Source: an optimization exercise on an open RTL-to-GDS flow (aim: small area, a short achievable clock period and few clock cycles). Production flows keep margins and buffers that such runs may drop. Only simulation tests tie the RTL to the original design; equivalence was not proved. Power figures rest on the tool's default switching activity, not on a simulated workload.

== trial 71 ==
==> flow/design.v (excerpt) <==
module beacon_rssi_aggregator #(
  parameter int TABLE_ENTRIES = 8
) (
  input  logic         clk,
  input  logic         rst_n,
  input  logic         in_tvalid,
  output logic         in_tready,
  input  logic [127:0] in_tdata,
  input  logic         in_tuser,
  output logic         out_tvalid,
  input  logic         out_tready,
  output logic [159:0] out_tdata,
  output logic         out_tuser,
  output logic         out_tlast
);
clock: 12.0 ns
lec_check: 0
cap_margin: 20
core_margin: 2
core_utilization: 65
slew_margin: 20
standard.sh (not shown) runs the stock make flow with config.mk's settings and CLKGATE_MAP_FILE= SYNTH_SCRIPT=/design/flow/synth_recipe.tcl, a recipe that flattens the netlist after the stock synthesis.
==> flow/flow/run.sh <==
#!/bin/bash
# the standard layout, with timing repair aiming 6 ns below the clock period
set -euo pipefail
bash standard.sh SETUP_SLACK_MARGIN=6 finish > make_finish.log 2>&1
Trial 71 closes out successfully: all stages finished, all timing, DRC and antenna checks passed.
Testbench counts of trial 71, summed over its fixed seeds: cycles 5,864.
Setup changes, trial 71 to build 9
Settings: CORE_UTILIZATION changed from 65 to 55.
Results
Number of global-route vias before repair came out lower on build 9 than on trial 71.
The final reports for build 9 and trial 71 show minimum clock period lower in the former.
Sum of routed wire length over all layers went up by a few percent going from trial 71 to build 9.
register to register as the classification of the worst setup path was reported by trial 71, and input pin to register by build 9.
Comparing build 9 and trial 71, the lower clock-cell share of area was measured on trial 71.
~same area of combinational cells with multiple inputs in build 9 and trial 71

beacon_rssi_aggregator, a different RTL version from the one above (not shown whole).
Size in the first run: ~1,700 flip-flops, ~300 I/O pins, roughly 82,000 um^2 of cells after synthesis.
clock: 12.0 ns
lec_check: 0
cap_margin: 20
core_margin: 2
core_utilization: 55
slew_margin: 20
==> flow/flow/run.sh <==
#!/bin/bash
# the standard layout, with timing repair aiming 6.3 ns below the clock period
set -euo pipefail
bash standard.sh SETUP_SLACK_MARGIN=6.3 finish > make_finish.log 2>&1
Testbench counts at the start, summed over its fixed seeds: cycles 5,864.
Next try:
==> flow/flow/run.sh (replaced) <==
#!/bin/bash
# the standard layout, with timing repair aiming 6.6 ns below the clock period
set -euo pipefail
bash standard.sh SETUP_SLACK_MARGIN=6.6 finish > make_finish.log 2>&1
Result:
- register-to-register slack got worse by 50 ps
- clock skew grows by 4.6 ps
- via count grows by 1.9%
- hold slack is about the same
- setup slack got worse by 53 ps
- synthesized cell count is unchanged

## rev 12
beacon_rssi_aggregator, a different RTL version from the one above (not shown whole).
Size in the first run: roughly 6,400 cells after synthesis, ~83,000 µm² of cells after synthesis.
Settings: LEC_CHECK=0, CAP_MARGIN=20, CORE_MARGIN=2, CORE_UTILIZATION=40, SETUP_SLACK_MARGIN=5, SLEW_MARGIN=20; clock period 12.0 ns.
run.sh (not shown) runs the stock make flow with config.mk's settings and CLKGATE_MAP_FILE= SYNTH_SCRIPT=/design/flow/synth_recipe.tcl, a recipe that flattens the netlist after the stock synthesis.
Stock flow here: none of the scripts above is used.
Testbench counts of rev 12, summed over its fixed seeds: cycles 5,939.
Modified inputs, rev 13 compared to rev 12
- SETUP_SLACK_MARGIN removed (was 5)
==> flow/flow/run.sh (new file) <==
#!/bin/bash
# the standard layout, with timing repair aiming 6 ns below the clock period
set -euo pipefail
bash standard.sh SETUP_SLACK_MARGIN=6 finish > make_finish.log 2>&1
==> flow/standard.sh (new file) <==
#!/bin/bash
# synth_recipe.tcl (not shown) runs the flow's synth.tcl, then flattens the netlist and writes it again
# the make line also repeats each setting of config.mk as NAME=value (left out here)
make -C /OpenROAD-flow-scripts/flow DESIGN_CONFIG=/design/flow/config.mk WORK_HOME=/design/flow/orfs CLKGATE_MAP_FILE= SYNTH_SCRIPT=/design/flow/synth_recipe.tcl "${@:-finish}"
removed: flow/run.sh
Notes after the runs:
Rev 12 vs rev 13, end point of the critical path: out_tdata[72] vs best_r[4]
Rev 13 vs rev 12, beginning of the critical path: t_trim[0][1] vs dsel_r[3]
Sort rev 12 and rev 13 by share of the clock period used by the worst path after layout, ascending, and rev 13 comes first.
Between rev 12 and rev 13, the sequential power share is higher for rev 12.
Comparing rev 12 and rev 13, the lower net switching fraction of the power is on rev 12.
Clock power share for rev 13 is lower than for rev 12.
Compared with rev 12, in rev 13 met2 track demand over resource in global routing moved up; utilization rose 1.6 points.

Setup of north:
RTL: one of the versions met above, not the one the previous note started from.
For scale: roughly 1700 flip-flops, ~82000 um^2 of cells after synthesis.
clock: 12.0 ns
lec_check: 0
cap_margin: 20
core_margin: 2
core_utilization: 55
slew_margin: 20
standard.sh (not shown) runs the stock make flow with config.mk's settings and CLKGATE_MAP_FILE= SYNTH_SCRIPT=/design/flow/synth_recipe.tcl, a recipe that flattens the netlist after the stock synthesis.
==> flow/flow/run.sh <==
#!/bin/bash
# the standard layout, with timing repair aiming 7.0 ns below the clock period
set -euo pipefail
bash standard.sh SETUP_SLACK_MARGIN=7.0 finish > make_finish.log 2>&1
Testbench counts of north, summed over its fixed seeds: cycles 5,864.
diff inputs: north => south
==> flow/flow/run.sh <==
#!/bin/bash
# the standard layout, with timing repair aiming 6 ns below the clock period
set -euo pipefail
bash standard.sh SETUP_SLACK_MARGIN=6 finish > make_finish.log 2>&1
==> run notes <==
- All of south and north finish clean.
- [south] total length of routed met3 wires fell about 11% relative to north
- Side by side, worst IR drop on VDD turned out lower in south than in north.
- Delta (south minus north): area after detailed placement now smaller, global routing usage summed across all routing layers -2.4 points, setup slack decreased 91 ps, share of total power in the clock network went up by 3.2 points, minimum clock period climbed 91 ps.
- Non-clock buffer count shrinks by more than a quarter when moving from north to south.

-- static timing again, ports no longer ideal --
How much do the figures lean on ideal ports? The routed layouts below were timed once more, with nothing changed but the port constraints.
Step 1: set_driving_cell puts a clkbuf_16 on clk and a buf_2 on each other input, an assumption about the parent block.
Step 2 moves the port delays by t, midway between the first and last clock arrival at a register: inputs arrive t later, outputs are due t later. That takes back most of the time a late clock gives input paths.
a / b / c = ideal / step 1 / step 2; a / b = the first two.
run	t (ns)	setup WS [ns]	worst slew at a driven data input, ns	pins driven straight from the clock port
trial 71	0.883	5.934 / 5.879 / 5.693	0.14	1
build 9	0.883	5.998 / 5.956 / 5.178	0.13	1
the first run of note 2	0.887	6.238 / 6.144 / 5.620	0.18	1
the second run of note 2	0.898	6.185 / 6.083 / 5.831	0.21	1
rev 12	0.916	5.071 / 4.981 / 5.228	0.26	1
rev 13	0.914	5.531 / 5.531 / 5.531	0.26	1
north	0.887	6.126 / 6.027 / 6.027	0.23	1
south	0.894	6.035 / 5.834 / 5.458	0.20	1
After both steps setup and hold are still met in every run listed. For build 9, which loses most, drivers alone change the setup slack by -0.042 ns; drivers and shift together by -0.820 ns.
